Background: an optimization exercise with open tools, aiming at small area, a short achievable clock period and few clock cycles. Do not read the settings as production practice. Only simulation tests tie the RTL to the original design; equivalence was not proved. Power and IR drop assume default switching activity.

$ cat flow/config.mk
export PLATFORM = sky130hd
export DESIGN_NAME = cpu_top
export DESIGN_NICKNAME = cpu_top
export VERILOG_FILES = /design/flow/design.v
export SDC_FILE = /design/flow/constraint.sdc
export NUM_CORES = 4
export LEC_CHECK = 0
export ABC_AREA = 1
export CAP_MARGIN = 20
export CORE_MARGIN = 2
export CORE_UTILIZATION = 40
export CTS_CLUSTER_DIAMETER = 110
export CTS_CLUSTER_SIZE = 24
export SLEW_MARGIN = 20
$ cat flow/constraint.sdc
create_clock -name core_clock -period 10.0 [get_ports {clk}]
set_input_delay 2.0000 -clock core_clock [delete_from_list [all_inputs] [get_ports {clk}]]
set_output_delay 2.0000 -clock core_clock [all_outputs]
set_load 0.01 [all_outputs]
$ cat flow/design.v
`default_nettype none
package cpu_isa_pkg;
	typedef logic [15:0] word_t;
	typedef logic [3:0] reg_idx_t;
	typedef enum logic [3:0] {
		HALT  = 4'h0,
		MOV   = 4'h1,
		MOVNZ = 4'h2,
		MOVEZ = 4'h3,
		BUS   = 4'h4,
		MEMR  = 4'h5,
		SET   = 4'h6,
		MEMW  = 4'h7,
		AND   = 4'h8,
		OR    = 4'h9,
		XOR   = 4'hA,
		ADD   = 4'hB,
		SHFT  = 4'hC,
		MUL   = 4'hD,
		GT    = 4'hE,
		EQ    = 4'hF
	} opcode_e;
	typedef struct packed {
		reg_idx_t cond;
		reg_idx_t dst;
		reg_idx_t src;
		opcode_e  op;
	} insn_fields_t;
	typedef struct packed {
		logic       shift_left;
		logic [2:0] shift_amt;
		reg_idx_t   dst;
		reg_idx_t   src;
		opcode_e    op;
	} insn_shift_t;
	typedef union packed {
		insn_fields_t fields;
		insn_shift_t  shift;
	} insn_u;
endpackage
`default_nettype wire
`default_nettype none
package cpu_core_pkg;
	localparam int NUM_REGS = 16;
	localparam int MEM_ADDR_W = 15;
	localparam int PC_W = 16;
	typedef logic [MEM_ADDR_W-1:0] mem_addr_t;
endpackage
`default_nettype wire
`timescale 1ns/10ps
`default_nettype none
module cpu_regfile (
	input  logic                  clk,
	input  logic                  mem_read_ready_stor_reset,
	input  cpu_isa_pkg::reg_idx_t ra_idx,
	output cpu_isa_pkg::word_t    ra_data,
	input  cpu_isa_pkg::reg_idx_t rb_idx,
	output cpu_isa_pkg::word_t    rb_data,
	input  cpu_isa_pkg::reg_idx_t wr_idx,
	input  cpu_isa_pkg::word_t    wr_data,
	input  logic                  wr_en
);
	cpu_isa_pkg::word_t regs [cpu_core_pkg::NUM_REGS];
	cpu_isa_pkg::word_t wd;
	assign wd = mem_read_ready_stor_reset ? '0 : wr_data;
	always_ff @(posedge clk) begin
		for (int i = 0; i < cpu_core_pkg::NUM_REGS; i++) begin
			if (mem_read_ready_stor_reset || (wr_en && wr_idx == 4'(i))) begin
				regs[i] <= wd;
			end
		end
	end
	logic [cpu_core_pkg::NUM_REGS-1:0] ra_sel;
	logic [cpu_core_pkg::NUM_REGS-1:0] rb_sel;
	always_comb begin
		ra_data = '0;
		rb_data = '0;
		for (int i = 0; i < cpu_core_pkg::NUM_REGS; i++) begin
			ra_sel[i] = (ra_idx == 4'(i));
			rb_sel[i] = (rb_idx == 4'(i));
			ra_data = ra_data | (regs[i] & {16{ra_sel[i]}});
			rb_data = rb_data | (regs[i] & {16{rb_sel[i]}});
		end
	end
endmodule
`default_nettype wire
`timescale 1ns/10ps
`default_nettype none
module cpu_alu (
	input  cpu_isa_pkg::word_t op_a,
	input  cpu_isa_pkg::word_t op_b,
	input  cpu_isa_pkg::insn_u insn,
	output cpu_isa_pkg::word_t mul_r0,
	output cpu_isa_pkg::word_t mul_r1,
	output cpu_isa_pkg::word_t mul_r2,
	input  cpu_isa_pkg::word_t mul_r0_q,
	input  cpu_isa_pkg::word_t mul_r1_q,
	input  cpu_isa_pkg::word_t mul_r2_q,
	output cpu_isa_pkg::word_t result
);
	cpu_isa_pkg::word_t product;
	cpu_mul_p1 cpu_mul_p1_i (
		.a  (op_a),
		.b  (op_b),
		.r0 (mul_r0),
		.r1 (mul_r1),
		.r2 (mul_r2)
	);
	cpu_mul_p2 cpu_mul_p2_i (
		.r0 (mul_r0_q),
		.r1 (mul_r1_q),
		.r2 (mul_r2_q),
		.y  (product)
	);
	always_comb begin
		result = '0;
		case (insn.fields.op)
			cpu_isa_pkg::AND: result = op_a & op_b;
			cpu_isa_pkg::OR:  result = op_a | op_b;
			cpu_isa_pkg::XOR: result = op_a ^ op_b;
			cpu_isa_pkg::ADD: result = op_a + op_b;
			cpu_isa_pkg::MUL: result = product;
			cpu_isa_pkg::GT:  result = (op_a > op_b) ? 16'hFFFF : 16'h0000;
			cpu_isa_pkg::EQ:  result = (op_a == op_b) ? 16'hFFFF : 16'h0000;
			cpu_isa_pkg::SHFT: begin
				if (insn.shift.shift_left) begin
					result = op_a << insn.shift.shift_amt;
				end else begin
					result = op_a >> insn.shift.shift_amt;
				end
			end
			default: result = op_a;
		endcase
	end
endmodule
`default_nettype wire
`timescale 1ns/10ps
`default_nettype none
module cpu_mul_p1 (
	input  logic [15:0] a,
	input  logic [15:0] b,
	output logic [15:0] r0,
	output logic [15:0] r1,
	output logic [15:0] r2
);
	logic p1_0;
	assign p1_0 = b[0];
	logic p1_1;
	assign p1_1 = b[1] & ~b[0];
	logic p1_2;
	assign p1_2 = (p1_0 & a[0]) ^ b[1];
	logic p1_3;
	assign p1_3 = ((p1_0 & a[1]) | (p1_1 & a[0])) ^ b[1];
	logic p1_4;
	assign p1_4 = ((p1_0 & a[2]) | (p1_1 & a[1])) ^ b[1];
	logic p1_5;
	assign p1_5 = ((p1_0 & a[3]) | (p1_1 & a[2])) ^ b[1];
	logic p1_6;
	assign p1_6 = ((p1_0 & a[4]) | (p1_1 & a[3])) ^ b[1];
	logic p1_7;
	assign p1_7 = ((p1_0 & a[5]) | (p1_1 & a[4])) ^ b[1];
	logic p1_8;
	assign p1_8 = ((p1_0 & a[6]) | (p1_1 & a[5])) ^ b[1];
	logic p1_9;
	assign p1_9 = ((p1_0 & a[7]) | (p1_1 & a[6])) ^ b[1];
	logic p1_10;
	assign p1_10 = ((p1_0 & a[8]) | (p1_1 & a[7])) ^ b[1];
	logic p1_11;
	assign p1_11 = ((p1_0 & a[9]) | (p1_1 & a[8])) ^ b[1];
	logic p1_12;
	assign p1_12 = ((p1_0 & a[10]) | (p1_1 & a[9])) ^ b[1];
	logic p1_13;
	assign p1_13 = ((p1_0 & a[11]) | (p1_1 & a[10])) ^ b[1];
	logic p1_14;
	assign p1_14 = ((p1_0 & a[12]) | (p1_1 & a[11])) ^ b[1];
	logic p1_15;
	assign p1_15 = ((p1_0 & a[13]) | (p1_1 & a[12])) ^ b[1];
	logic p1_16;
	assign p1_16 = ((p1_0 & a[14]) | (p1_1 & a[13])) ^ b[1];
	logic p1_17;
	assign p1_17 = ((p1_0 & a[15]) | (p1_1 & a[14])) ^ b[1];
	logic p1_18;
	assign p1_18 = b[2] ^ b[1];
	logic p1_19;
	assign p1_19 = (b[3] & ~b[2] & ~b[1]) | (~b[3] & b[2] & b[1]);
	logic p1_20;
	assign p1_20 = (p1_18 & a[0]) ^ b[3];
	logic p1_21;
	assign p1_21 = ((p1_18 & a[1]) | (p1_19 & a[0])) ^ b[3];
	logic p1_22;
	assign p1_22 = ((p1_18 & a[2]) | (p1_19 & a[1])) ^ b[3];
	logic p1_23;
	assign p1_23 = ((p1_18 & a[3]) | (p1_19 & a[2])) ^ b[3];
	logic p1_24;
	assign p1_24 = ((p1_18 & a[4]) | (p1_19 & a[3])) ^ b[3];
	logic p1_25;
	assign p1_25 = ((p1_18 & a[5]) | (p1_19 & a[4])) ^ b[3];
	logic p1_26;
	assign p1_26 = ((p1_18 & a[6]) | (p1_19 & a[5])) ^ b[3];
	logic p1_27;
	assign p1_27 = ((p1_18 & a[7]) | (p1_19 & a[6])) ^ b[3];
	logic p1_28;
	assign p1_28 = ((p1_18 & a[8]) | (p1_19 & a[7])) ^ b[3];
	logic p1_29;
	assign p1_29 = ((p1_18 & a[9]) | (p1_19 & a[8])) ^ b[3];
	logic p1_30;
	assign p1_30 = ((p1_18 & a[10]) | (p1_19 & a[9])) ^ b[3];
	logic p1_31;
	assign p1_31 = ((p1_18 & a[11]) | (p1_19 & a[10])) ^ b[3];
	logic p1_32;
	assign p1_32 = ((p1_18 & a[12]) | (p1_19 & a[11])) ^ b[3];
	logic p1_33;
	assign p1_33 = ((p1_18 & a[13]) | (p1_19 & a[12])) ^ b[3];
	logic p1_34;
	assign p1_34 = b[4] ^ b[3];
	logic p1_35;
	assign p1_35 = (b[5] & ~b[4] & ~b[3]) | (~b[5] & b[4] & b[3]);
	logic p1_36;
	assign p1_36 = (p1_34 & a[0]) ^ b[5];
	logic p1_37;
	assign p1_37 = ((p1_34 & a[1]) | (p1_35 & a[0])) ^ b[5];
	logic p1_38;
	assign p1_38 = ((p1_34 & a[2]) | (p1_35 & a[1])) ^ b[5];
	logic p1_39;
	assign p1_39 = ((p1_34 & a[3]) | (p1_35 & a[2])) ^ b[5];
	logic p1_40;
	assign p1_40 = ((p1_34 & a[4]) | (p1_35 & a[3])) ^ b[5];
	logic p1_41;
	assign p1_41 = ((p1_34 & a[5]) | (p1_35 & a[4])) ^ b[5];
	logic p1_42;
	assign p1_42 = ((p1_34 & a[6]) | (p1_35 & a[5])) ^ b[5];
	logic p1_43;
	assign p1_43 = ((p1_34 & a[7]) | (p1_35 & a[6])) ^ b[5];
	logic p1_44;
	assign p1_44 = ((p1_34 & a[8]) | (p1_35 & a[7])) ^ b[5];
	logic p1_45;
	assign p1_45 = ((p1_34 & a[9]) | (p1_35 & a[8])) ^ b[5];
	logic p1_46;
	assign p1_46 = ((p1_34 & a[10]) | (p1_35 & a[9])) ^ b[5];
	logic p1_47;
	assign p1_47 = ((p1_34 & a[11]) | (p1_35 & a[10])) ^ b[5];
	logic p1_48;
	assign p1_48 = b[6] ^ b[5];
	logic p1_49;
	assign p1_49 = (b[7] & ~b[6] & ~b[5]) | (~b[7] & b[6] & b[5]);
	logic p1_50;
	assign p1_50 = (p1_48 & a[0]) ^ b[7];
	logic p1_51;
	assign p1_51 = ((p1_48 & a[1]) | (p1_49 & a[0])) ^ b[7];
	logic p1_52;
	assign p1_52 = ((p1_48 & a[2]) | (p1_49 & a[1])) ^ b[7];
	logic p1_53;
	assign p1_53 = ((p1_48 & a[3]) | (p1_49 & a[2])) ^ b[7];
	logic p1_54;
	assign p1_54 = ((p1_48 & a[4]) | (p1_49 & a[3])) ^ b[7];
	logic p1_55;
	assign p1_55 = ((p1_48 & a[5]) | (p1_49 & a[4])) ^ b[7];
	logic p1_56;
	assign p1_56 = ((p1_48 & a[6]) | (p1_49 & a[5])) ^ b[7];
	logic p1_57;
	assign p1_57 = ((p1_48 & a[7]) | (p1_49 & a[6])) ^ b[7];
	logic p1_58;
	assign p1_58 = ((p1_48 & a[8]) | (p1_49 & a[7])) ^ b[7];
	logic p1_59;
	assign p1_59 = ((p1_48 & a[9]) | (p1_49 & a[8])) ^ b[7];
	logic p1_60;
	assign p1_60 = b[8] ^ b[7];
	logic p1_61;
	assign p1_61 = (b[9] & ~b[8] & ~b[7]) | (~b[9] & b[8] & b[7]);
	logic p1_62;
	assign p1_62 = (p1_60 & a[0]) ^ b[9];
	logic p1_63;
	assign p1_63 = ((p1_60 & a[1]) | (p1_61 & a[0])) ^ b[9];
	logic p1_64;
	assign p1_64 = ((p1_60 & a[2]) | (p1_61 & a[1])) ^ b[9];
	logic p1_65;
	assign p1_65 = ((p1_60 & a[3]) | (p1_61 & a[2])) ^ b[9];
	logic p1_66;
	assign p1_66 = ((p1_60 & a[4]) | (p1_61 & a[3])) ^ b[9];
	logic p1_67;
	assign p1_67 = ((p1_60 & a[5]) | (p1_61 & a[4])) ^ b[9];
	logic p1_68;
	assign p1_68 = ((p1_60 & a[6]) | (p1_61 & a[5])) ^ b[9];
	logic p1_69;
	assign p1_69 = ((p1_60 & a[7]) | (p1_61 & a[6])) ^ b[9];
	logic p1_70;
	assign p1_70 = b[10] ^ b[9];
	logic p1_71;
	assign p1_71 = (b[11] & ~b[10] & ~b[9]) | (~b[11] & b[10] & b[9]);
	logic p1_72;
	assign p1_72 = (p1_70 & a[0]) ^ b[11];
	logic p1_73;
	assign p1_73 = ((p1_70 & a[1]) | (p1_71 & a[0])) ^ b[11];
	logic p1_74;
	assign p1_74 = ((p1_70 & a[2]) | (p1_71 & a[1])) ^ b[11];
	logic p1_75;
	assign p1_75 = ((p1_70 & a[3]) | (p1_71 & a[2])) ^ b[11];
	logic p1_76;
	assign p1_76 = ((p1_70 & a[4]) | (p1_71 & a[3])) ^ b[11];
	logic p1_77;
	assign p1_77 = ((p1_70 & a[5]) | (p1_71 & a[4])) ^ b[11];
	logic p1_78;
	assign p1_78 = b[12] ^ b[11];
	logic p1_79;
	assign p1_79 = (b[13] & ~b[12] & ~b[11]) | (~b[13] & b[12] & b[11]);
	logic p1_80;
	assign p1_80 = (p1_78 & a[0]) ^ b[13];
	logic p1_81;
	assign p1_81 = ((p1_78 & a[1]) | (p1_79 & a[0])) ^ b[13];
	logic p1_82;
	assign p1_82 = ((p1_78 & a[2]) | (p1_79 & a[1])) ^ b[13];
	logic p1_83;
	assign p1_83 = ((p1_78 & a[3]) | (p1_79 & a[2])) ^ b[13];
	logic p1_84;
	assign p1_84 = b[14] ^ b[13];
	logic p1_85;
	assign p1_85 = (b[15] & ~b[14] & ~b[13]) | (~b[15] & b[14] & b[13]);
	logic p1_86;
	assign p1_86 = (p1_84 & a[0]) ^ b[15];
	logic p1_87;
	assign p1_87 = ((p1_84 & a[1]) | (p1_85 & a[0])) ^ b[15];
	logic p1_88;
	assign p1_88 = p1_12 ^ p1_28;
	logic p1_89;
	assign p1_89 = p1_12 & p1_28;
	logic p1_90;
	assign p1_90 = p1_13 ^ p1_29;
	logic p1_91;
	assign p1_91 = p1_13 & p1_29;
	logic p1_92;
	assign p1_92 = p1_14 ^ p1_30 ^ p1_44;
	logic p1_93;
	assign p1_93 = (p1_14 & p1_30) | (p1_14 & p1_44) | (p1_30 & p1_44);
	logic p1_94;
	assign p1_94 = p1_56 ^ p1_66;
	logic p1_95;
	assign p1_95 = p1_56 & p1_66;
	logic p1_96;
	assign p1_96 = p1_15 ^ p1_31 ^ p1_45;
	logic p1_97;
	assign p1_97 = (p1_15 & p1_31) | (p1_15 & p1_45) | (p1_31 & p1_45);
	logic p1_98;
	assign p1_98 = p1_57 ^ p1_67;
	logic p1_99;
	assign p1_99 = p1_57 & p1_67;
	logic p1_100;
	assign p1_100 = p1_16 ^ p1_32 ^ p1_46;
	logic p1_101;
	assign p1_101 = (p1_16 & p1_32) | (p1_16 & p1_46) | (p1_32 & p1_46);
	logic p1_102;
	assign p1_102 = p1_58 ^ p1_68 ^ p1_76;
	logic p1_103;
	assign p1_103 = (p1_58 & p1_68) | (p1_58 & p1_76) | (p1_68 & p1_76);
	logic p1_104;
	assign p1_104 = p1_82 ^ p1_86;
	logic p1_105;
	assign p1_105 = p1_82 & p1_86;
	logic p1_106;
	assign p1_106 = p1_17 ^ p1_33 ^ p1_47;
	logic p1_107;
	assign p1_107 = p1_59 ^ p1_69 ^ p1_77;
	logic p1_108;
	assign p1_108 = p1_83 ^ p1_87;
	logic p1_109;
	assign p1_109 = p1_8 ^ p1_24;
	logic p1_110;
	assign p1_110 = p1_8 & p1_24;
	logic p1_111;
	assign p1_111 = p1_9 ^ p1_25;
	logic p1_112;
	assign p1_112 = p1_9 & p1_25;
	logic p1_113;
	assign p1_113 = p1_10 ^ p1_26 ^ p1_40;
	logic p1_114;
	assign p1_114 = (p1_10 & p1_26) | (p1_10 & p1_40) | (p1_26 & p1_40);
	logic p1_115;
	assign p1_115 = p1_52 ^ p1_62;
	logic p1_116;
	assign p1_116 = p1_52 & p1_62;
	logic p1_117;
	assign p1_117 = p1_11 ^ p1_27 ^ p1_41;
	logic p1_118;
	assign p1_118 = (p1_11 & p1_27) | (p1_11 & p1_41) | (p1_27 & p1_41);
	logic p1_119;
	assign p1_119 = p1_53 ^ p1_63;
	logic p1_120;
	assign p1_120 = p1_53 & p1_63;
	logic p1_121;
	assign p1_121 = p1_88 ^ p1_42 ^ p1_54;
	logic p1_122;
	assign p1_122 = (p1_88 & p1_42) | (p1_88 & p1_54) | (p1_42 & p1_54);
	logic p1_123;
	assign p1_123 = p1_64 ^ p1_72 ^ b[11];
	logic p1_124;
	assign p1_124 = (p1_64 & p1_72) | (p1_64 & b[11]) | (p1_72 & b[11]);
	logic p1_125;
	assign p1_125 = p1_89 ^ p1_90 ^ p1_43;
	logic p1_126;
	assign p1_126 = (p1_89 & p1_90) | (p1_89 & p1_43) | (p1_90 & p1_43);
	logic p1_127;
	assign p1_127 = p1_55 ^ p1_65 ^ p1_73;
	logic p1_128;
	assign p1_128 = (p1_55 & p1_65) | (p1_55 & p1_73) | (p1_65 & p1_73);
	logic p1_129;
	assign p1_129 = p1_91 ^ p1_92 ^ p1_94;
	logic p1_130;
	assign p1_130 = (p1_91 & p1_92) | (p1_91 & p1_94) | (p1_92 & p1_94);
	logic p1_131;
	assign p1_131 = p1_74 ^ p1_80 ^ b[13];
	logic p1_132;
	assign p1_132 = (p1_74 & p1_80) | (p1_74 & b[13]) | (p1_80 & b[13]);
	logic p1_133;
	assign p1_133 = p1_93 ^ p1_95 ^ p1_96;
	logic p1_134;
	assign p1_134 = (p1_93 & p1_95) | (p1_93 & p1_96) | (p1_95 & p1_96);
	logic p1_135;
	assign p1_135 = p1_98 ^ p1_75 ^ p1_81;
	logic p1_136;
	assign p1_136 = (p1_98 & p1_75) | (p1_98 & p1_81) | (p1_75 & p1_81);
	logic p1_137;
	assign p1_137 = p1_97 ^ p1_99 ^ p1_100;
	logic p1_138;
	assign p1_138 = (p1_97 & p1_99) | (p1_97 & p1_100) | (p1_99 & p1_100);
	logic p1_139;
	assign p1_139 = p1_102 ^ p1_104 ^ b[15];
	logic p1_140;
	assign p1_140 = (p1_102 & p1_104) | (p1_102 & b[15]) | (p1_104 & b[15]);
	logic p1_141;
	assign p1_141 = p1_101 ^ p1_103 ^ p1_105;
	logic p1_142;
	assign p1_142 = p1_106 ^ p1_107 ^ p1_108;
	logic p1_143;
	assign p1_143 = p1_6 ^ p1_22;
	logic p1_144;
	assign p1_144 = p1_6 & p1_22;
	logic p1_145;
	assign p1_145 = p1_7 ^ p1_23;
	logic p1_146;
	assign p1_146 = p1_7 & p1_23;
	logic p1_147;
	assign p1_147 = p1_109 ^ p1_38 ^ p1_50;
	logic p1_148;
	assign p1_148 = (p1_109 & p1_38) | (p1_109 & p1_50) | (p1_38 & p1_50);
	logic p1_149;
	assign p1_149 = p1_110 ^ p1_111 ^ p1_39;
	logic p1_150;
	assign p1_150 = (p1_110 & p1_111) | (p1_110 & p1_39) | (p1_111 & p1_39);
	logic p1_151;
	assign p1_151 = p1_112 ^ p1_113 ^ p1_115;
	logic p1_152;
	assign p1_152 = (p1_112 & p1_113) | (p1_112 & p1_115) | (p1_113 & p1_115);
	logic p1_153;
	assign p1_153 = p1_114 ^ p1_116 ^ p1_117;
	logic p1_154;
	assign p1_154 = (p1_114 & p1_116) | (p1_114 & p1_117) | (p1_116 & p1_117);
	logic p1_155;
	assign p1_155 = p1_118 ^ p1_120 ^ p1_121;
	logic p1_156;
	assign p1_156 = (p1_118 & p1_120) | (p1_118 & p1_121) | (p1_120 & p1_121);
	logic p1_157;
	assign p1_157 = p1_122 ^ p1_124 ^ p1_125;
	logic p1_158;
	assign p1_158 = (p1_122 & p1_124) | (p1_122 & p1_125) | (p1_124 & p1_125);
	logic p1_159;
	assign p1_159 = p1_126 ^ p1_128 ^ p1_129;
	logic p1_160;
	assign p1_160 = (p1_126 & p1_128) | (p1_126 & p1_129) | (p1_128 & p1_129);
	logic p1_161;
	assign p1_161 = p1_130 ^ p1_132 ^ p1_133;
	logic p1_162;
	assign p1_162 = (p1_130 & p1_132) | (p1_130 & p1_133) | (p1_132 & p1_133);
	logic p1_163;
	assign p1_163 = p1_134 ^ p1_136 ^ p1_137;
	logic p1_164;
	assign p1_164 = (p1_134 & p1_136) | (p1_134 & p1_137) | (p1_136 & p1_137);
	logic p1_165;
	assign p1_165 = p1_138 ^ p1_140 ^ p1_141;
	assign r0 = {p1_164, p1_162, p1_160, p1_158, p1_156, p1_154, p1_152, p1_150, p1_148, p1_146, p1_144, p1_143, p1_5, p1_4, p1_3, p1_2};
	assign r1 = {p1_165, p1_163, p1_161, p1_159, p1_157, p1_155, p1_153, p1_151, p1_149, p1_147, p1_145, p1_36, p1_21, p1_20, 1'b0, b[1]};
	assign r2 = {p1_142, p1_139, p1_135, p1_131, p1_127, p1_123, p1_119, b[9], p1_51, b[7], p1_37, b[5], 1'b0, b[3], 1'b0, 1'b0};
endmodule
module cpu_mul_p2 (
	input  logic [15:0] r0,
	input  logic [15:0] r1,
	input  logic [15:0] r2,
	output logic [15:0] y
);
	logic p2_0;
	assign p2_0 = r0[0] ^ r1[0];
	logic p2_1;
	assign p2_1 = r0[0] & r1[0];
	logic p2_2;
	assign p2_2 = r0[1] ^ r1[1] ^ r2[1];
	logic p2_3;
	assign p2_3 = (r0[1] & r1[1]) | (r0[1] & r2[1]) | (r1[1] & r2[1]);
	logic p2_4;
	assign p2_4 = r0[2] ^ r1[2] ^ r2[2];
	logic p2_5;
	assign p2_5 = (r0[2] & r1[2]) | (r0[2] & r2[2]) | (r1[2] & r2[2]);
	logic p2_6;
	assign p2_6 = r0[3] ^ r1[3] ^ r2[3];
	logic p2_7;
	assign p2_7 = (r0[3] & r1[3]) | (r0[3] & r2[3]) | (r1[3] & r2[3]);
	logic p2_8;
	assign p2_8 = r0[4] ^ r1[4] ^ r2[4];
	logic p2_9;
	assign p2_9 = (r0[4] & r1[4]) | (r0[4] & r2[4]) | (r1[4] & r2[4]);
	logic p2_10;
	assign p2_10 = r0[5] ^ r1[5] ^ r2[5];
	logic p2_11;
	assign p2_11 = (r0[5] & r1[5]) | (r0[5] & r2[5]) | (r1[5] & r2[5]);
	logic p2_12;
	assign p2_12 = r0[6] ^ r1[6] ^ r2[6];
	logic p2_13;
	assign p2_13 = (r0[6] & r1[6]) | (r0[6] & r2[6]) | (r1[6] & r2[6]);
	logic p2_14;
	assign p2_14 = r0[7] ^ r1[7] ^ r2[7];
	logic p2_15;
	assign p2_15 = (r0[7] & r1[7]) | (r0[7] & r2[7]) | (r1[7] & r2[7]);
	logic p2_16;
	assign p2_16 = r0[8] ^ r1[8] ^ r2[8];
	logic p2_17;
	assign p2_17 = (r0[8] & r1[8]) | (r0[8] & r2[8]) | (r1[8] & r2[8]);
	logic p2_18;
	assign p2_18 = r0[9] ^ r1[9] ^ r2[9];
	logic p2_19;
	assign p2_19 = (r0[9] & r1[9]) | (r0[9] & r2[9]) | (r1[9] & r2[9]);
	logic p2_20;
	assign p2_20 = r0[10] ^ r1[10] ^ r2[10];
	logic p2_21;
	assign p2_21 = (r0[10] & r1[10]) | (r0[10] & r2[10]) | (r1[10] & r2[10]);
	logic p2_22;
	assign p2_22 = r0[11] ^ r1[11] ^ r2[11];
	logic p2_23;
	assign p2_23 = (r0[11] & r1[11]) | (r0[11] & r2[11]) | (r1[11] & r2[11]);
	logic p2_24;
	assign p2_24 = r0[12] ^ r1[12] ^ r2[12];
	logic p2_25;
	assign p2_25 = (r0[12] & r1[12]) | (r0[12] & r2[12]) | (r1[12] & r2[12]);
	logic p2_26;
	assign p2_26 = r0[13] ^ r1[13] ^ r2[13];
	logic p2_27;
	assign p2_27 = (r0[13] & r1[13]) | (r0[13] & r2[13]) | (r1[13] & r2[13]);
	logic p2_28;
	assign p2_28 = r0[14] ^ r1[14] ^ r2[14];
	logic p2_29;
	assign p2_29 = (r0[14] & r1[14]) | (r0[14] & r2[14]) | (r1[14] & r2[14]);
	logic p2_30;
	assign p2_30 = r0[15] ^ r1[15] ^ r2[15];
	logic p2_31;
	assign p2_31 = p2_0 & r2[0];
	logic p2_32;
	assign p2_32 = p2_0 ^ r2[0];
	logic p2_33;
	assign p2_33 = p2_1 & p2_2;
	logic p2_34;
	assign p2_34 = p2_1 ^ p2_2;
	logic p2_35;
	assign p2_35 = p2_3 & p2_4;
	logic p2_36;
	assign p2_36 = p2_3 ^ p2_4;
	logic p2_37;
	assign p2_37 = p2_5 & p2_6;
	logic p2_38;
	assign p2_38 = p2_5 ^ p2_6;
	logic p2_39;
	assign p2_39 = p2_7 & p2_8;
	logic p2_40;
	assign p2_40 = p2_7 ^ p2_8;
	logic p2_41;
	assign p2_41 = p2_9 & p2_10;
	logic p2_42;
	assign p2_42 = p2_9 ^ p2_10;
	logic p2_43;
	assign p2_43 = p2_11 & p2_12;
	logic p2_44;
	assign p2_44 = p2_11 ^ p2_12;
	logic p2_45;
	assign p2_45 = p2_13 & p2_14;
	logic p2_46;
	assign p2_46 = p2_13 ^ p2_14;
	logic p2_47;
	assign p2_47 = p2_15 & p2_16;
	logic p2_48;
	assign p2_48 = p2_15 ^ p2_16;
	logic p2_49;
	assign p2_49 = p2_17 & p2_18;
	logic p2_50;
	assign p2_50 = p2_17 ^ p2_18;
	logic p2_51;
	assign p2_51 = p2_19 & p2_20;
	logic p2_52;
	assign p2_52 = p2_19 ^ p2_20;
	logic p2_53;
	assign p2_53 = p2_21 & p2_22;
	logic p2_54;
	assign p2_54 = p2_21 ^ p2_22;
	logic p2_55;
	assign p2_55 = p2_23 & p2_24;
	logic p2_56;
	assign p2_56 = p2_23 ^ p2_24;
	logic p2_57;
	assign p2_57 = p2_25 & p2_26;
	logic p2_58;
	assign p2_58 = p2_25 ^ p2_26;
	logic p2_59;
	assign p2_59 = p2_27 & p2_28;
	logic p2_60;
	assign p2_60 = p2_27 ^ p2_28;
	logic p2_61;
	assign p2_61 = p2_29 & p2_30;
	logic p2_62;
	assign p2_62 = p2_29 ^ p2_30;
	logic p2_63;
	assign p2_63 = p2_33 | (p2_34 & p2_31);
	logic p2_64;
	assign p2_64 = p2_34 & p2_32;
	logic p2_65;
	assign p2_65 = p2_37 | (p2_38 & p2_35);
	logic p2_66;
	assign p2_66 = p2_38 & p2_36;
	logic p2_67;
	assign p2_67 = p2_41 | (p2_42 & p2_39);
	logic p2_68;
	assign p2_68 = p2_42 & p2_40;
	logic p2_69;
	assign p2_69 = p2_45 | (p2_46 & p2_43);
	logic p2_70;
	assign p2_70 = p2_46 & p2_44;
	logic p2_71;
	assign p2_71 = p2_49 | (p2_50 & p2_47);
	logic p2_72;
	assign p2_72 = p2_50 & p2_48;
	logic p2_73;
	assign p2_73 = p2_53 | (p2_54 & p2_51);
	logic p2_74;
	assign p2_74 = p2_54 & p2_52;
	logic p2_75;
	assign p2_75 = p2_57 | (p2_58 & p2_55);
	logic p2_76;
	assign p2_76 = p2_58 & p2_56;
	logic p2_77;
	assign p2_77 = p2_61 | (p2_62 & p2_59);
	logic p2_78;
	assign p2_78 = p2_62 & p2_60;
	logic p2_79;
	assign p2_79 = p2_35 | (p2_36 & p2_63);
	logic p2_80;
	assign p2_80 = p2_36 & p2_64;
	logic p2_81;
	assign p2_81 = p2_65 | (p2_66 & p2_63);
	logic p2_82;
	assign p2_82 = p2_66 & p2_64;
	logic p2_83;
	assign p2_83 = p2_43 | (p2_44 & p2_67);
	logic p2_84;
	assign p2_84 = p2_44 & p2_68;
	logic p2_85;
	assign p2_85 = p2_69 | (p2_70 & p2_67);
	logic p2_86;
	assign p2_86 = p2_70 & p2_68;
	logic p2_87;
	assign p2_87 = p2_51 | (p2_52 & p2_71);
	logic p2_88;
	assign p2_88 = p2_52 & p2_72;
	logic p2_89;
	assign p2_89 = p2_73 | (p2_74 & p2_71);
	logic p2_90;
	assign p2_90 = p2_74 & p2_72;
	logic p2_91;
	assign p2_91 = p2_59 | (p2_60 & p2_75);
	logic p2_92;
	assign p2_92 = p2_60 & p2_76;
	logic p2_93;
	assign p2_93 = p2_77 | (p2_78 & p2_75);
	logic p2_94;
	assign p2_94 = p2_78 & p2_76;
	logic p2_95;
	assign p2_95 = p2_39 | (p2_40 & p2_81);
	logic p2_96;
	assign p2_96 = p2_40 & p2_82;
	logic p2_97;
	assign p2_97 = p2_67 | (p2_68 & p2_81);
	logic p2_98;
	assign p2_98 = p2_68 & p2_82;
	logic p2_99;
	assign p2_99 = p2_83 | (p2_84 & p2_81);
	logic p2_100;
	assign p2_100 = p2_84 & p2_82;
	logic p2_101;
	assign p2_101 = p2_85 | (p2_86 & p2_81);
	logic p2_102;
	assign p2_102 = p2_86 & p2_82;
	logic p2_103;
	assign p2_103 = p2_55 | (p2_56 & p2_89);
	logic p2_104;
	assign p2_104 = p2_56 & p2_90;
	logic p2_105;
	assign p2_105 = p2_75 | (p2_76 & p2_89);
	logic p2_106;
	assign p2_106 = p2_76 & p2_90;
	logic p2_107;
	assign p2_107 = p2_91 | (p2_92 & p2_89);
	logic p2_108;
	assign p2_108 = p2_92 & p2_90;
	logic p2_109;
	assign p2_109 = p2_93 | (p2_94 & p2_89);
	logic p2_110;
	assign p2_110 = p2_94 & p2_90;
	logic p2_111;
	assign p2_111 = p2_47 | (p2_48 & p2_101);
	logic p2_112;
	assign p2_112 = p2_48 & p2_102;
	logic p2_113;
	assign p2_113 = p2_71 | (p2_72 & p2_101);
	logic p2_114;
	assign p2_114 = p2_72 & p2_102;
	logic p2_115;
	assign p2_115 = p2_87 | (p2_88 & p2_101);
	logic p2_116;
	assign p2_116 = p2_88 & p2_102;
	logic p2_117;
	assign p2_117 = p2_89 | (p2_90 & p2_101);
	logic p2_118;
	assign p2_118 = p2_90 & p2_102;
	logic p2_119;
	assign p2_119 = p2_103 | (p2_104 & p2_101);
	logic p2_120;
	assign p2_120 = p2_104 & p2_102;
	logic p2_121;
	assign p2_121 = p2_105 | (p2_106 & p2_101);
	logic p2_122;
	assign p2_122 = p2_106 & p2_102;
	logic p2_123;
	assign p2_123 = p2_107 | (p2_108 & p2_101);
	logic p2_124;
	assign p2_124 = p2_108 & p2_102;
	logic p2_125;
	assign p2_125 = p2_109 | (p2_110 & p2_101);
	logic p2_126;
	assign p2_126 = p2_110 & p2_102;
	logic p2_127;
	assign p2_127 = p2_34 ^ p2_31;
	logic p2_128;
	assign p2_128 = p2_36 ^ p2_63;
	logic p2_129;
	assign p2_129 = p2_38 ^ p2_79;
	logic p2_130;
	assign p2_130 = p2_40 ^ p2_81;
	logic p2_131;
	assign p2_131 = p2_42 ^ p2_95;
	logic p2_132;
	assign p2_132 = p2_44 ^ p2_97;
	logic p2_133;
	assign p2_133 = p2_46 ^ p2_99;
	logic p2_134;
	assign p2_134 = p2_48 ^ p2_101;
	logic p2_135;
	assign p2_135 = p2_50 ^ p2_111;
	logic p2_136;
	assign p2_136 = p2_52 ^ p2_113;
	logic p2_137;
	assign p2_137 = p2_54 ^ p2_115;
	logic p2_138;
	assign p2_138 = p2_56 ^ p2_117;
	logic p2_139;
	assign p2_139 = p2_58 ^ p2_119;
	logic p2_140;
	assign p2_140 = p2_60 ^ p2_121;
	logic p2_141;
	assign p2_141 = p2_62 ^ p2_123;
	assign y = {p2_141, p2_140, p2_139, p2_138, p2_137, p2_136, p2_135, p2_134, p2_133, p2_132, p2_131, p2_130, p2_129, p2_128, p2_127, p2_32};
endmodule
`default_nettype wire
`timescale 1ns/10ps
`default_nettype none
module cpu_control (
	input  logic                    clk,
	input  logic                    mem_read_ready_stor_reset,
	output cpu_isa_pkg::word_t      prog_addr,
	input  cpu_isa_pkg::word_t      prog_data,
	output cpu_isa_pkg::reg_idx_t   ra_idx,
	input  cpu_isa_pkg::word_t      ra_data,
	output cpu_isa_pkg::reg_idx_t   rb_idx,
	input  cpu_isa_pkg::word_t      rb_data,
	output cpu_isa_pkg::reg_idx_t   wr_idx,
	output cpu_isa_pkg::word_t      wr_data,
	output logic                    wr_en,
	output cpu_isa_pkg::insn_u      alu_insn,
	output cpu_isa_pkg::word_t      alu_a,
	output cpu_isa_pkg::word_t      alu_b,
	input  cpu_isa_pkg::word_t      alu_result,
	input  cpu_isa_pkg::word_t      mul_r0,
	input  cpu_isa_pkg::word_t      mul_r1,
	input  cpu_isa_pkg::word_t      mul_r2,
	output cpu_isa_pkg::word_t      mul_r0_q,
	output cpu_isa_pkg::word_t      mul_r1_q,
	output cpu_isa_pkg::word_t      mul_r2_q,
	output logic                    mem_req,
	output logic                    mem_we,
	output cpu_core_pkg::mem_addr_t mem_addr,
	output cpu_isa_pkg::word_t      mem_wdata,
	input  cpu_isa_pkg::word_t      mem_rdata,
	input  logic                    mem_ready,
	output logic                    halted
);
	cpu_isa_pkg::word_t pc_q;
	cpu_isa_pkg::insn_u ir_d;
	cpu_isa_pkg::insn_u ir_x;
	cpu_isa_pkg::word_t opa_q;
	cpu_isa_pkg::word_t opb_q;
	logic req_q;
	logic we_q;
	cpu_core_pkg::mem_addr_t maddr_q;
	cpu_isa_pkg::word_t mwdata_q;
	logic mem_busy;
	logic x_stall;
	logic d_block;
	logic halt_pend_q;
	logic halted_q;
	logic mul_ph_q;
	cpu_isa_pkg::word_t r0_q;
	cpu_isa_pkg::word_t r1_q;
	cpu_isa_pkg::word_t r2_q;
	logic mul_wait;
	cpu_isa_pkg::opcode_e d_op;
	cpu_isa_pkg::opcode_e x_op;
	logic d_set;
	logic d_mem;
	logic f_halt;
	logic stall;
	logic cond_hit;
	logic x_wr;
	cpu_isa_pkg::word_t fwd_a;
	cpu_isa_pkg::word_t fwd_b;
	assign d_op = ir_d.fields.op;
	assign x_op = ir_x.fields.op;
	assign d_set = (d_op == cpu_isa_pkg::SET);
	assign d_mem = (d_op == cpu_isa_pkg::MEMR) || (d_op == cpu_isa_pkg::MEMW);
	assign f_halt = !d_set &&
		((prog_data[3:0] == cpu_isa_pkg::HALT) || (prog_data[3:0] == cpu_isa_pkg::BUS));
	assign mul_wait = (x_op == cpu_isa_pkg::MUL) && !mul_ph_q;
	assign mem_busy = req_q && !mem_ready;
	assign x_stall = ((x_op == cpu_isa_pkg::MEMR) && !mem_ready) || mul_wait;
	assign d_block = d_mem && mem_busy;
	assign stall = x_stall || d_block;
	assign cond_hit = (x_op == cpu_isa_pkg::MOVNZ) ? (opb_q != '0) : (opb_q == '0);
	always_comb begin
		case (x_op)
			cpu_isa_pkg::HALT, cpu_isa_pkg::BUS, cpu_isa_pkg::MEMW: x_wr = 1'b0;
			cpu_isa_pkg::MOVNZ, cpu_isa_pkg::MOVEZ: x_wr = cond_hit;
			default: x_wr = 1'b1;
		endcase
	end
	assign wr_en = x_wr && !mul_wait;
	assign wr_idx = ir_x.fields.dst;
	assign wr_data = (x_op == cpu_isa_pkg::MEMR) ? mem_rdata : alu_result;
	assign ra_idx = ir_d.fields.src;
	assign rb_idx = ir_d.fields.cond;
	assign fwd_a = (x_wr && ir_x.fields.dst == ir_d.fields.src) ? wr_data : ra_data;
	assign fwd_b = (x_wr && ir_x.fields.dst == ir_d.fields.cond) ? wr_data : rb_data;
	always_ff @(posedge clk) begin
		if (mem_read_ready_stor_reset) begin
			pc_q <= '0;
			ir_d.fields.op <= cpu_isa_pkg::HALT;
			ir_x.fields.op <= cpu_isa_pkg::HALT;
			req_q <= 1'b0;
			halt_pend_q <= 1'b0;
			halted_q <= 1'b0;
			mul_ph_q <= 1'b0;
		end else begin
			mul_ph_q <= (x_op == cpu_isa_pkg::MUL) && !mul_ph_q;
			if (!x_stall && d_block) begin
				ir_x.fields.op <= cpu_isa_pkg::HALT;
			end
			if (!stall && d_mem) begin
				req_q <= 1'b1;
			end else if (mem_ready) begin
				req_q <= 1'b0;
			end
			if (!stall) begin
				ir_x <= ir_d;
				ir_d[15:4] <= prog_data[15:4];
				if (d_set || f_halt || halt_pend_q || halted_q) begin
					ir_d.fields.op <= cpu_isa_pkg::HALT;
				end else begin
					ir_d.fields.op <= cpu_isa_pkg::opcode_e'(prog_data[3:0]);
				end
				if (!f_halt && !halt_pend_q && !halted_q) begin
					pc_q <= pc_q + 16'd1;
				end
				if (f_halt) begin
					halt_pend_q <= 1'b1;
				end
				if (halt_pend_q && !mem_busy) begin
					halted_q <= 1'b1;
				end
			end
		end
	end
	always_ff @(posedge clk) begin
		if (mem_read_ready_stor_reset) begin
			we_q <= 1'b0;
		end else if (!stall && d_mem) begin
			we_q <= (d_op == cpu_isa_pkg::MEMW);
		end
	end
	always_ff @(posedge clk) begin
		if (!stall && d_mem) begin
			maddr_q <= fwd_a[cpu_core_pkg::MEM_ADDR_W-1:0];
			mwdata_q <= fwd_b;
		end
	end
	always_ff @(posedge clk) begin
		opa_q <= d_set ? prog_data : fwd_a;
		opb_q <= fwd_b;
	end
	always_ff @(posedge clk) begin
		r0_q <= mul_r0;
		r1_q <= mul_r1;
		r2_q <= mul_r2;
	end
	assign mul_r0_q = r0_q;
	assign mul_r1_q = r1_q;
	assign mul_r2_q = r2_q;
	assign alu_insn = ir_x;
	assign alu_a = opa_q;
	assign alu_b = opb_q;
	assign prog_addr = pc_q;
	assign mem_req = req_q;
	assign mem_we = we_q;
	assign mem_addr = maddr_q;
	assign mem_wdata = mwdata_q;
	assign halted = halted_q;
endmodule
`default_nettype wire
`timescale 1ns/10ps
`default_nettype none
module cpu_top (
	input  logic                    clk,
	input  logic                    mem_read_ready_stor_reset,
	output cpu_isa_pkg::word_t      prog_addr,
	input  cpu_isa_pkg::word_t      prog_data,
	output logic                    mem_req,
	output logic                    mem_we,
	output cpu_core_pkg::mem_addr_t mem_addr,
	output cpu_isa_pkg::word_t      mem_wdata,
	input  cpu_isa_pkg::word_t      mem_rdata,
	input  logic                    mem_ready,
	output logic                    halted
);
	cpu_isa_pkg::reg_idx_t ra_idx;
	cpu_isa_pkg::word_t ra_data;
	cpu_isa_pkg::reg_idx_t rb_idx;
	cpu_isa_pkg::word_t rb_data;
	cpu_isa_pkg::reg_idx_t wr_idx;
	cpu_isa_pkg::word_t wr_data;
	logic wr_en;
	cpu_isa_pkg::insn_u alu_insn;
	cpu_isa_pkg::word_t alu_result;
	cpu_isa_pkg::word_t mul_r0;
	cpu_isa_pkg::word_t mul_r1;
	cpu_isa_pkg::word_t mul_r2;
	cpu_isa_pkg::word_t mul_r0_q;
	cpu_isa_pkg::word_t mul_r1_q;
	cpu_isa_pkg::word_t mul_r2_q;
	cpu_isa_pkg::word_t alu_a;
	cpu_isa_pkg::word_t alu_b;
	cpu_control cpu_control_i (
		.clk                       (clk),
		.mem_read_ready_stor_reset (mem_read_ready_stor_reset),
		.prog_addr                 (prog_addr),
		.prog_data                 (prog_data),
		.ra_idx                    (ra_idx),
		.ra_data                   (ra_data),
		.rb_idx                    (rb_idx),
		.rb_data                   (rb_data),
		.wr_idx                    (wr_idx),
		.wr_data                   (wr_data),
		.wr_en                     (wr_en),
		.alu_insn                  (alu_insn),
		.alu_a                     (alu_a),
		.alu_b                     (alu_b),
		.alu_result                (alu_result),
		.mul_r0                    (mul_r0),
		.mul_r1                    (mul_r1),
		.mul_r2                    (mul_r2),
		.mul_r0_q                  (mul_r0_q),
		.mul_r1_q                  (mul_r1_q),
		.mul_r2_q                  (mul_r2_q),
		.mem_req                   (mem_req),
		.mem_we                    (mem_we),
		.mem_addr                  (mem_addr),
		.mem_wdata                 (mem_wdata),
		.mem_rdata                 (mem_rdata),
		.mem_ready                 (mem_ready),
		.halted                    (halted)
	);
	cpu_regfile cpu_regfile_i (
		.clk                       (clk),
		.mem_read_ready_stor_reset (mem_read_ready_stor_reset),
		.ra_idx                    (ra_idx),
		.ra_data                   (ra_data),
		.rb_idx                    (rb_idx),
		.rb_data                   (rb_data),
		.wr_idx                    (wr_idx),
		.wr_data                   (wr_data),
		.wr_en                     (wr_en)
	);
	cpu_alu cpu_alu_i (
		.op_a    (alu_a),
		.op_b    (alu_b),
		.insn    (alu_insn),
		.mul_r0   (mul_r0),
		.mul_r1   (mul_r1),
		.mul_r2   (mul_r2),
		.mul_r0_q (mul_r0_q),
		.mul_r1_q (mul_r1_q),
		.mul_r2_q (mul_r2_q),
		.result  (alu_result)
	);
endmodule
`default_nettype wire
$ cat flow/flow/run.sh
#!/bin/bash
# Standard ORFS layout, with repair_timing aiming for extra setup slack and
# plain buffers (instead of delay cells) on the ports
set -euo pipefail
bash standard.sh SETUP_SLACK_MARGIN=6.5 "BUFFER_PORTS_ARGS=-buffer_cell sky130_fd_sc_hd__buf_2" finish > standard_flow.log 2>&1
$ cat flow/standard.sh
#!/bin/bash
# synth_recipe.tcl (not shown) runs the flow's synth.tcl, then flattens the netlist and writes it again
# the make line also repeats each setting of config.mk as NAME=value (left out here)
make -C /OpenROAD-flow-scripts/flow DESIGN_CONFIG=/design/flow/config.mk WORK_HOME=/design/flow/orfs CLKGATE_MAP_FILE= SYNTH_SCRIPT=/design/flow/synth_recipe.tcl "${@:-finish}"
==> results by group, run 1 <==
Run status
  – Outcome: finished clean

GRT
  – Grt ovf: 0
  – Initial antenna violation count: 1
  – Via count of the first global-routing pass: roughly 20,000
  – Tot GR Track Use: between 30% and 40%
  – First-pass GRT wire length: about 130,000 um
  – Largest net degree at the start of global routing: 36

Power and ir drop
  – P per Cell Area: between 200 and 250 nW/um2
  – Peak VDD IR: 0.2024 mV
  – Pwr Total: 5.651 mW
  – Leakage power: 10.54 nW

Clocking
  – H-tree Lvls: 1
  – CTS Root Cell: clkbuf_16
  – Buffer levels on the longest clock path: 3
  – CTS tree: yes
  – Sink Count: 412
  – Clk slew on worst S/H paths: approximately 100 ps
  – Num CTS Buffers: 23
  – Clock Latency Late Sink: 590 ps

STA
  – Fmax: 289.4 MHz
  – Final Hold Fails: 0
  – Final count of pins violating max slew: 0
  – Worst rel slew slack: 28.50%
  – Minimum clock period: 3456 ps
  – Slew @ Worst Pin: ~1100 ps
  – Post-route setup TNS: 0 ps
  – RSZ-0062 raised after global routing: yes
  – Final period util: 34.56%
  – Final setup viols: 0
  – Layout Skew: 26.16 ps

Min path
  – Hold Path Class: flop to flop
  – Hold path depth: 0

Worst setup path
  – Crit path kind: flop to flop
  – Maximum fanout along the worst path: 8
  – Stages on the worst setup path: 13
  – Endpoint class of the critical path: flop
  – Required time worst endpoint: 10,290 ps
  – CP Buf/Inv Count: 3
  – R2R depth: 13
  – Critical-path top delay cell: dfxtp_2
  – CP Launch Type: flop
  – Crit path cell chain: inv_1 -> ha_2 -> inv_1 -> a21oi_1 -> nand2_1 -> a21oi_1 -> nand2_1 -> a21boi_2 -> nand2_1 -> a21oi_1 -> nand3_1 -> nand2_2 -> clkinvlp_4
  – Data arrival, critical path: 3750 ps
  – Kind of cell adding the most delay to the critical path: compound AO/OA/AOI/OAI gates
  – CP max stage delay: 500 ps

Logic synthesis
  – Synthesized cell area: 23,130 um2
  – Post-synth top area share: 39.86%
  – Post-Syn Nets: 2,739
  – Seq cells post-synth: 412
  – Cell taking the most area after synthesis: edfxtp_1
  – Post-synth EDFFs: slightly above 300
  – Async S/R FF share, synth: 0%
  – Post-synthesis area per instance: ~8.9 um2
  – Netlist cell types: 64
  – Synth Instances: 2,590
  – Syn. warnings: 4
  – Top cells by area, synth: edfxtp_1 40%, nand2_1 11%, dfxtp_1 9.1%, inv_1 4.3%, ha_1 4.1%
  – Ys flop type: edfxtp_1
  – Register area share after synthesis: about half

Floorplan
  – Die area: between 50,000 and 60,000 um2
  – Die Height: 244.5 um
  – Ports: 85
  – Core area: 57,480 um2
  – Initial core utilization: about two fifths
  – Row count: slightly below 90
  – Width of the die: 244.5 um

Layout
  – P&R area growth vs syn: 12.48%
  – Number of diodes: 0
  – Finished Layout Cells: 3,463
  – Layout cells sized above 1: 12.23%
  – NumNets Final: 2,830

Place
  – PortBufs: 84
  – GPL Wtd Cong: 1.061
  – Post-DP HPWL: 64,350 um
  – Post-placement cell count: 3,399

Job
  – # Max-Cap Violations: 0

Route
  – Vias per std cell: 5.986
  – Via count: approximately 21,000
  – Wire per inst: ~26 um
  – Remaining DRCs: 0
  – Drt initial violations: 2,544
  – ANT nets after route: 0
  – Routed wire length: about 90,000 um
  – DR pass1 iterations: 6
## cells by family (layout without fill, tap and decap cells)
family	Yosys count	after routing	share of synthesized area (%)
mux	1	1	0.04328
flops	412	412	48.95
buf+inv	378	485	6.465
compound gates	441	442	12.19
fa+ha+maj	114	114	7.401
simple gates	1143	1143	21.09
xor+xnor	101	101	3.857
## cells in the final DEF (no fill, tap or decap), drive strengths merged, types with 96 or more instances in the layout
master / instances
nand2: 691
edfxtp: 307
inv: 276
nand3: 182
buf: 151
nor2: 143
o21ai: 122
dfxtp: 105
a21oi: 96
## cells in the mapped netlist, types with 4 or more instances
master,count
xor2_1,85
xnor2_1,15
nor3_1,15
and2_1,21
buf_4,6
inv_1,266
o21a_1,11
ha_1,76
o21ai_1,4
o2111ai_1,37
nor4_1,22
edfxtp_1,307
a21oi_1,94
inv_2,9
buf_6,4
nand2_1,684
a31oi_1,4
nor2_1,140
buf_2,12
clkinv_1,12
fa_1,38
o221ai_1,8
o21ai_0,116
nand3_1,182
o31ai_1,5
a221oi_1,36
a22o_1,7
o22ai_1,85
clkbuf_1,63
dfxtp_1,105
nand4_1,56
nand2_2,7
or2_2,4
o211ai_1,12
## area by class of cell
class | instances | area [um2]
Timing Repair inverter | 2 | 15.01
Multi-Input combinational cell | 1801 | 10800
Tap cell | 765 | 957.2
Clock inverter | 5 | 77.57
Inverter | 290 | 1141
Timing Repair Buffer | 151 | 1008
Clock buffer | 37 | 669.4
Fill cell | 5574 | 31460
Sequential cell | 412 | 11340
## sequential cells by signal (all words and copies together) (netlist names), 13 cells and up
register	cells
cpu_control_i.ir_d	16
cpu_control_i.maddr_q	15
cpu_control_i.mwdata_q	16
cpu_control_i.opa_q	16
cpu_control_i.opb_q	16
cpu_control_i.pc_q	16
cpu_control_i.r0_q	16
cpu_control_i.r1_q	15
cpu_control_i.r2_q	13
cpu_regfile_i.regs	256
## report_power, final
group          leakage, nW  switching [mW]  internal, mW
Sequential            3.98           0.180          2.12
Clock                0.361           0.607         0.482
Combinational         6.20            1.45         0.810
## layer usage
layer,GRT usage [%],part of all wire [%],vias up
met5,0,0,-
met4,18.01,7.2,0
met3,6.826,11,341
met2,47.39,45,1390
met1,37.60,37,9885
li1,-,-,9114
## final timing paths
path	startpoint	to	slack [ps]
setup / recovery	cpu_control_i.opa_q[11]	cpu_regfile_i.regs[6][15]	6540
hold / removal	cpu_control_i.ir_d[11]	cpu_control_i.ir_x[11]	430
setup reg to reg	cpu_control_i.opa_q[11]	cpu_regfile_i.regs[6][15]	6540
hold reg to reg	cpu_control_i.ir_d[11]	cpu_control_i.ir_x[11]	430
## timing repair
item                       CTS  global route
pin swaps                    1            15
setup endpoints to repair  545           379
resized for setup           40            64
hold buffers                 0             0
buffers inserted             3            15
hold endpoints to repair     0             0
gates cloned                 0             3
## through the flow
stage               worst slack (ps)  cell area [um2]  hold WS [ps]  util (%)
detailed placement              5477            24600         411.2     42.81
floorplan                       6503            23130         355.0         -
global route                    6431            26010         449.1     45.26
CTS                             6494            25550         434.9     44.45
global placement                5531            24570         401.4     42.75
finish                          6544            26010         433.8     45.26
Testbench counts, summed over its fixed seeds: cycles 11,716.
==> run 2, diff against run 1 <==
--- a/flow/config.mk
+++ b/flow/config.mk
@@ -10,3 +10,3 @@
 export CORE_MARGIN = 2
-export CORE_UTILIZATION = 40
+export CORE_UTILIZATION = 50
 export CTS_CLUSTER_DIAMETER = 110
==> run 2 against run 1 <==
Compared with the run above:
- first-iteration DRC count down 0.47%
- flip-flop and latch count unchanged
- utilization up 12 points
- register-to-register slack better by 20 ps
- largest cell class unchanged
- combinational power up 6%
- via count down 0.66%
- design area down 0.13%
- clock power about the same
- clock-buffer cell count down 2
- critical path depth down 1
- synthesized cell count unchanged
- highest routed layer is now met5
- die area down 20%
==> results by group, run 2 <==
Run status
  – Outcome: finished clean

Place
  – GPL Wtd Cong: about 1.1
  – Post-placement cell count: 3,236
  – Post-DP HPWL: around 65,000 um
  – PortBufs: between 80 and 90
  – DP Area: ~24,000 um2

Clocking
  – Sink Count: 412
  – Buffer levels on the longest clock path: 3
  – Num CTS Buffers: 22
  – CTS tree: yes
  – Clk slew on worst S/H paths: 110 ps
  – Clock Latency Late Sink: 620 ps
  – CTS Root Cell: clkbuf_16
  – CTS Hold Bufs: 0
  – H-tree Lvls: 1

GRT
  – First-pass GRT wire length: between 100,000 and 150,000 um
  – Largest net degree at the start of global routing: 36
  – Tot GR Track Use: 37.74%
  – Grt ovf: 0
  – Via count of the first global-routing pass: between 15,000 and 20,000
  – Initial antenna violation count: 2

Power and ir drop
  – Switch Pwr: 2.301 mW
  – Leakage power: 10.63 nW
  – Pwr Total: 5.753 mW
  – Sequential power share: about two fifths
  – Power Internal: approximately 3.5 mW
  – Clock power share: around a fifth
  – Comb power frac: a little over two fifths
  – Peak VDD IR: 0.2604 mV
  – P per Cell Area: 221.5 nW/um2
  – Sw frac: about two fifths

Route
  – Wire per inst: 27.65 um
  – Vias per std cell: just over 6
  – ANT nets after route: 0
  – Drt initial violations: 2,532
  – Remaining DRCs: 0
  – Via count: 20,590
  – Routed wire length: roughly 92,000 um
  – DR pass1 iterations: 6

Layout
  – Max FFs per register: 256
  – P&R area growth vs syn: 12.33%
  – Final core occ: 57.12%
  – FF+latch area: 11,340 um2
  – Finished Layout Cells: about 3,300
  – Biggest register: cpu_regfile_i.regs
  – Most frequent cells in the layout: 674 x nand2_1, 307 x edfxtp_1, 257 x inv_1, 179 x nand3_1, 126 x nor2_1
  – Leading cell type in the layout, fill and taps excluded: nand2_1
  – Layout cells sized above 1: 12.63%
  – Post-route cell area: 25,980 um2
  – NumNets Final: about 2,900
  – Multi-input logic area: 10,760 um2
  – Filler cells: approximately 4,200

STA
  – Minimum clock period: 3438 ps
  – Fmax: 290.9 MHz
  – Worst rel slew slack: 21.68%
  – Post-route setup TNS: 0 ps
  – Final Hold Fails: 0
  – Final count of pins violating max slew: 0
  – Slew @ Worst Pin: 1174 ps
  – Final period util: 34.38%
  – Layout Skew: 41.79 ps
  – RSZ-0062 raised after global routing: yes
  – Final setup viols: 0

Logic synthesis
  – Post-synthesis area per instance: 8.929 um2
  – Synth Instances: 2,590
  – List of most frequent post-synthesis cells: 684 x nand2_1, 307 x edfxtp_1, 266 x inv_1
  – Seq cells post-synth: roughly 410
  – Post-synth top area share: between 30 and 40%
  – Cell taking the most area after synthesis: edfxtp_1
  – Top cells by area, synth: edfxtp_1 40%, nand2_1 11%, dfxtp_1 9.1%, inv_1 4.3%, ha_1 4.1%
  – Async S/R FF share, synth: 0%
  – Netlist cell types: 64
  – Synthesized cell area: 23,130 um2
  – Syn. warnings: 4
  – Ys flop type: edfxtp_1
  – Most frequent cell after synthesis: nand2_1
  – Post-synth EDFFs: 307
  – Register area share after synthesis: 48.95%
  – Post-Syn Nets: 2,739

Worst setup path
  – CP max stage delay: ~500 ps
  – Required time worst endpoint: 10,430 ps
  – Data arrival, critical path: 3870 ps
  – Kind of cell adding the most delay to the critical path: simple AND/OR/NAND/NOR gates
  – CP Launch Type: flop
  – Endpoint class of the critical path: flop
  – CP most frequent cell: nand2_1
  – Critical-path top delay cell: dfxtp_2
  – Maximum fanout along the worst path: 11
  – Crit path cell chain: inv_1 -> ha_1 -> inv_2 -> nand2_1 -> nor3_2 -> a21oi_1 -> a21boi_2 -> nand2_1 -> nor2_2 -> nand3_1 -> nand3_1 -> nand2_1
  – CP Buf/Inv Count: 2
  – Crit path kind: flop to flop

Floorplan
  – Initial core utilization: 50.85%
  – Row count: 78
  – Width of the die: 219.1 um
  – Ports: 85
  – Die Height: 219.1 um
  – Die area: ~48,000 um2
  – Core area: ~45,000 um2

Min path
  – Hold Path Class: flop to flop

Job
  – # Max-Cap Violations: 0
[run 2: cell types whose count changed in the layout (fill, tap and decap cells not counted), sizes merged]
cell,before,now
inv,276,272
buf,151,176
clkinvlp,11,15
clkinv,10,9
diode,0,2
bufinv,0,1
[run 2: area by class of cell]
cell class | count | area share, %
antenna | 2 | 0.01927
clock buffer | 35 | 2.307
clock inverter | 5 | 0.4190
inverter | 290 | 4.436
multi-input combinational | 1801 | 41.41
sequential | 412 | 43.64
tap | 600 | 2.890
timing repair buffer | 178 | 4.826
timing repair inverter | 2 | 0.05780
[run 2: final timing paths]
kind         depth (start not counted)              startpoint  slack [ps]                      end
max reg2reg                         12  cpu_control_i.opa_q[7]        6560  cpu_control_i.opa_q[13]
max                                 12  cpu_control_i.opa_q[7]        6560  cpu_control_i.opa_q[13]
min reg2reg                          0  cpu_control_i.ir_d[10]         460   cpu_control_i.ir_x[10]
min                                  0  cpu_control_i.ir_d[10]         460   cpu_control_i.ir_x[10]
[run 2: worst register-to-register path, cell delays in order, from the launching register on]
cell      delay [ps]
dfxtp_2          500
inv_1            260
ha_1             480
inv_2            100
nand2_1          100
nor3_2           290
a21oi_1          170
a21boi_2         320
nand2_1          110
nor2_2           290
nand3_1          140
nand3_1          300
nand2_1          180
[run 2: power groups by stage]
stage	sequential (mW)	clock, mW	combinational (mW)
after floorplan	2.26	0	1.45
after global placement	2.31	0	2.16
after detailed placement	2.32	0	2.16
after CTS	2.28	1.07	2.26
after global routing	2.31	1.13	2.62
final	2.29	1.07	2.40
[run 2: kinds of logic (layout without fill, tap and decap cells)]
logic type | after synthesis | after routing | synth area share (%)
multiplexers | 1 | 1 | 0.04328
AO/OA/AOI/OAI | 441 | 442 | 12.19
XOR/XNOR | 101 | 101 | 3.857
buffers and inverters | 378 | 510 | 6.465
other | 0 | 2 | 0
AND/OR/NAND/NOR | 1143 | 1143 | 21.09
adder cells (fa/ha/maj) | 114 | 114 | 7.401
flip-flops | 412 | 412 | 48.95
[run 2: what timing repair did]
| item | CTS | global route |
|---|---|---|
| hold endpoints to repair | 0 | 0 |
| gates cloned | 1 | 3 |
| gates resized for setup | 44 | 57 |
| setup endpoints to repair | 413 | 322 |
| pin swaps | 4 | 19 |
| setup buffers | 11 | 31 |
[run 2: layer usage]
layer	wire length, um	up-vias	track usage [%]
met1	34180	9791	47.41
met2	41950	1322	60.58
met4	6514	2	22.16
met3	9269	330	7.540
li1	-	9148	-
met5	9	-	0
[run 2: metrics by stage]
step | hold WS [ps] | setup WS [ps]
6_report | 460.9 | 6562
5_1_grt | 462.3 | 6449
4_1_cts | 463.4 | 6436
3_5_place_dp | 406.8 | 5589
3_3_place_gp | 407.6 | 5673
2_1_floorplan | 355.0 | 6503
==> run 3, diff against run 2 <==
--- a/flow/design.v
+++ b/flow/design.v
@@ -818,3 +818,10 @@
 	logic d_block;
-	logic halt_pend_q;
+	logic lit_q;
+	cpu_isa_pkg::word_t pf_q;
+	logic pf_v_q;
+	logic f_ok;
+	logic f_take;
+	logic s0_v;
+	cpu_isa_pkg::word_t s0;
+	logic s1_v;
 	logic halted_q;
@@ -839,4 +846,9 @@
 	assign d_mem = (d_op == cpu_isa_pkg::MEMR) || (d_op == cpu_isa_pkg::MEMW);
-	assign f_halt = !d_set &&
+	assign f_halt = !lit_q &&
 		((prog_data[3:0] == cpu_isa_pkg::HALT) || (prog_data[3:0] == cpu_isa_pkg::BUS));
+	assign f_ok = !f_halt && !halted_q;
+	assign s0_v = pf_v_q || f_ok;
+	assign s0 = pf_v_q ? pf_q : prog_data;
+	assign s1_v = pf_v_q && f_ok;
+	assign f_take = f_ok && (!stall || !pf_v_q);
 	assign mul_wait = (x_op == cpu_isa_pkg::MUL) && !mul_ph_q;
@@ -867,3 +879,4 @@
 			req_q <= 1'b0;
-			halt_pend_q <= 1'b0;
+			lit_q <= 1'b0;
+			pf_v_q <= 1'b0;
 			halted_q <= 1'b0;
@@ -880,19 +893,22 @@
 			end
+			if (f_take) begin
+				pc_q <= pc_q + 16'd1;
+				lit_q <= !lit_q && (prog_data[3:0] == cpu_isa_pkg::SET);
+			end
 			if (!stall) begin
 				ir_x <= ir_d;
-				ir_d[15:4] <= prog_data[15:4];
-				if (d_set || f_halt || halt_pend_q || halted_q) begin
-					ir_d.fields.op <= cpu_isa_pkg::HALT;
+				if (d_set) begin
+					ir_d[15:4] <= prog_data[15:4];
+					ir_d.fields.op <= s1_v ? cpu_isa_pkg::opcode_e'(prog_data[3:0]) : cpu_isa_pkg::HALT;
+					pf_v_q <= 1'b0;
 				end else begin
-					ir_d.fields.op <= cpu_isa_pkg::opcode_e'(prog_data[3:0]);
-				end
-				if (!f_halt && !halt_pend_q && !halted_q) begin
-					pc_q <= pc_q + 16'd1;
-				end
-				if (f_halt) begin
-					halt_pend_q <= 1'b1;
+					ir_d[15:4] <= s0[15:4];
+					ir_d.fields.op <= s0_v ? cpu_isa_pkg::opcode_e'(s0[3:0]) : cpu_isa_pkg::HALT;
+					pf_v_q <= s1_v;
 				end
-				if (halt_pend_q && !mem_busy) begin
+				if (f_halt && !pf_v_q && d_op == cpu_isa_pkg::HALT && !mem_busy) begin
 					halted_q <= 1'b1;
 				end
+			end else if (!pf_v_q) begin
+				pf_v_q <= f_ok;
 			end
@@ -901,2 +917,7 @@
 	always_ff @(posedge clk) begin
+		if (f_take) begin
+			pf_q <= prog_data;
+		end
+	end
+	always_ff @(posedge clk) begin
 		if (mem_read_ready_stor_reset) begin
@@ -914,3 +935,3 @@
 	always_ff @(posedge clk) begin
-		opa_q <= d_set ? prog_data : fwd_a;
+		opa_q <= d_set ? s0 : fwd_a;
 		opb_q <= fwd_b;
--- a/flow/config.mk
+++ b/flow/config.mk
@@ -10,5 +10,5 @@
 export CORE_MARGIN = 2
-export CORE_UTILIZATION = 50
-export CTS_CLUSTER_DIAMETER = 110
-export CTS_CLUSTER_SIZE = 24
+export CORE_UTILIZATION = 40
+export CTS_CLUSTER_DIAMETER = 100
+export CTS_CLUSTER_SIZE = 20
 export SLEW_MARGIN = 20
==> run 3 against run 2 <==
Compared with the run above:
- sequential share of layout area is 0.084 points lower
- via count increased by 2.7%
- clock skew is 10 ps lower
- critical path type unchanged
- highest routed layer unchanged
==> results by group, run 3 <==
Floorplan
  – Core area: 59,240 um2
  – Die Height: 249.1 um
  – Die area: 62,050 um2
  – Width of the die: between 200 and 250 um

GRT
  – Tot GR Track Use: 30.83%
  – Initial antenna violation count: 4
  – Largest net degree at the start of global routing: 45
  – First-pass GRT wire length: 140,400 um
  – Grt ovf: 0
  – Via count of the first global-routing pass: 19,940

STA
  – Final period util: 34.70%
  – Post-route setup TNS: 0 ps
  – RSZ-0062 raised after global routing: yes
  – Final hold slack: 445.7 ps
  – Final Hold Fails: 0
  – Final count of pins violating max slew: 0
  – Minimum clock period: 3470 ps
  – Worst rel slew slack: 22.71%

Worst setup path
  – Required time worst endpoint: 10,450 ps
  – Crit path kind: flop to flop
  – Data arrival, critical path: around 3900 ps
  – CP most frequent cell: nand2_1

Run status
  – Outcome: finished clean

Place
  – PortBufs: 84

Logic synthesis
  – Post-synth top area share: 40.36%
  – Post-Syn Nets: 2,844
  – Synthesized cell area: between 20,000 and 25,000 um2
  – Seq cells post-synth: roughly 430
  – List of most frequent post-synthesis cells: 709 x nand2_1, 323 x edfxtp_1, 275 x inv_1
  – Register area share after synthesis: slightly below 50%

Route
  – Remaining DRCs: 0
  – Vias per std cell: 5.913
  – Drt initial violations: approximately 2,800
  – Wire per inst: 27.66 um

Layout
  – Number of diodes: 0
  – Layout cells sized above 1: 11.45%
  – Most frequent cells in the layout: 704 x nand2_1, 323 x edfxtp_1, 270 x inv_1, 199 x nand3_1, 132 x nor2_1
  – Filler cells: 5,742
  – NumNets Final: 2,933

Job
  – # Max-Cap Violations: 0

Clocking
  – CTS Root Cell: clkbuf_16
  – H-tree Lvls: 1
  – Sink Count: 429

Power and ir drop
  – Sw frac: 40.56%
  – Leakage power: approximately 11 nW
  – Sequential power share: between 30 and 40%
  – Power Internal: 3.708 mW
  – Clock power share: 17.7%
  – Switch Pwr: 2.531 mW
## run 3: cell count changes in the layout (fill, tap and decap cells not counted), moves of 12 or more
cell       previous run  this run
inv_1               257       270
o21ai_0              95       107
buf_4                83        42
o22ai_1              84        97
edfxtp_1            307       323
buf_12                8        24
nand2_1             674       704
o2111ai_1            37        23
nand3_1             179       199
nor4_1               21         7
## run 3: area by class of cell
| type | count | area [um2] | share of cell area (%) |
|---|---|---|---|
| Inverter | 302 | 1182 | 4.353 |
| Clock buffer | 43 | 715.7 | 2.635 |
| Multi-Input combinational cell | 1873 | 11180 | 41.14 |
| Timing Repair Buffer | 153 | 1272 | 4.684 |
| Clock inverter | 3 | 18.77 | 0.06909 |
| Tap cell | 773 | 967.2 | 3.561 |
| Sequential cell | 429 | 11830 | 43.56 |
## run 3: routing by layer
metal / share of wire, % / track usage, % / vias to the layer above
li1: - / - / 9470
met1: 41 / 42.93 / 10240
met2: 45 / 48.67 / 1220
met3: 9.0 / 4.284 / 215
met4: 4.8 / 12.15 / 6
met5: 0.035 / 0 / -
## run 3: critical path: cells and delay by family (launching register included)
kind / cells / cell delay, ps
adder cells (fa/ha/maj): 1 / 460
buffers and inverters: 2 / 390
AO/OA/AOI/OAI: 4 / 680
flip-flops: 1 / 540
AND/OR/NAND/NOR: 7 / 1280
## run 3: what timing repair did
action	in CTS	in global routing
hold buffers	0	0
pin swaps	23	11
gates cloned	1	2
resized for setup	47	41
setup buffers	19	10
endpoints found under the setup margin	582	288
## run 3: power groups by stage
stage          Sequential [mW]  Combinational (mW)  Clock, mW
2_1_floorplan             2.39                1.68          0
3_3_place_gp              2.47                2.45          0
3_5_place_dp              2.48                2.48          0
4_1_cts                   2.44                2.60       1.12
5_1_grt                   2.47                2.96       1.17
6_report                  2.45                2.69       1.10
## run 3: path summary, 6_finish.rpt
check,startpoint,endpoint,slack (ps),cells past startpoint
worst max-delay path,cpu_control_i.opb_q[15],cpu_control_i.opa_q[1],6530,14
worst min-delay path,cpu_control_i.ir_d[10],cpu_control_i.ir_x[10],450,0
worst max register to register,cpu_control_i.opb_q[15],cpu_control_i.opa_q[1],6530,14
worst min register to register,cpu_control_i.ir_d[10],cpu_control_i.ir_x[10],450,0
## run 3: logic make-up (layout without fill, tap and decap cells)
family	Yosys count	after routing	share of synthesized area (%)
simple gates	1203	1203	21.52
xor+xnor	95	95	3.462
flops	429	429	49.19
compound gates	458	459	12.03
fa+ha+maj	114	114	7.123
mux	2	2	0.08331
buf+inv	394	501	6.586
## run 3: per-stage QoR
step,utilization (%),std cells,setup slack [ps],area (um2)
2_1_floorplan,-,2695,6554,24040
3_3_place_gp,42.81,3496,5398,25360
4_1_cts,45.26,3563,6493,26820
5_1_grt,45.85,3576,6421,27160
3_5_place_dp,43.03,3497,5353,25490
6_report,45.85,3576,6530,27160
Testbench counts of run 3, summed over its fixed seeds: cycles 11,282.

re-timing with driven ports:
In the flow no input, the clock included, has a driving cell. The finished layouts below were timed again as built, in two steps.
Step 1 assumes that a clkbuf_16 drives the clock port and a buf_2 every other input.
Step 2, shift: input delay + t, output delay - t, t = (earliest + latest rising clock arrival at the registers) / 2. This alone moves slack from input paths to output paths.
Slacks: ideal ports / drivers / drivers and shift; pairs: ideal ports / drivers.
run	t (ns)	setup slack, ns
run 1	0.640	6.544 / 6.544 / 6.044
run 2	0.660	6.562 / 6.562 / 6.088
run 3	0.652	6.530 / 6.530 / 6.206
After both steps every run listed still meets setup and hold.
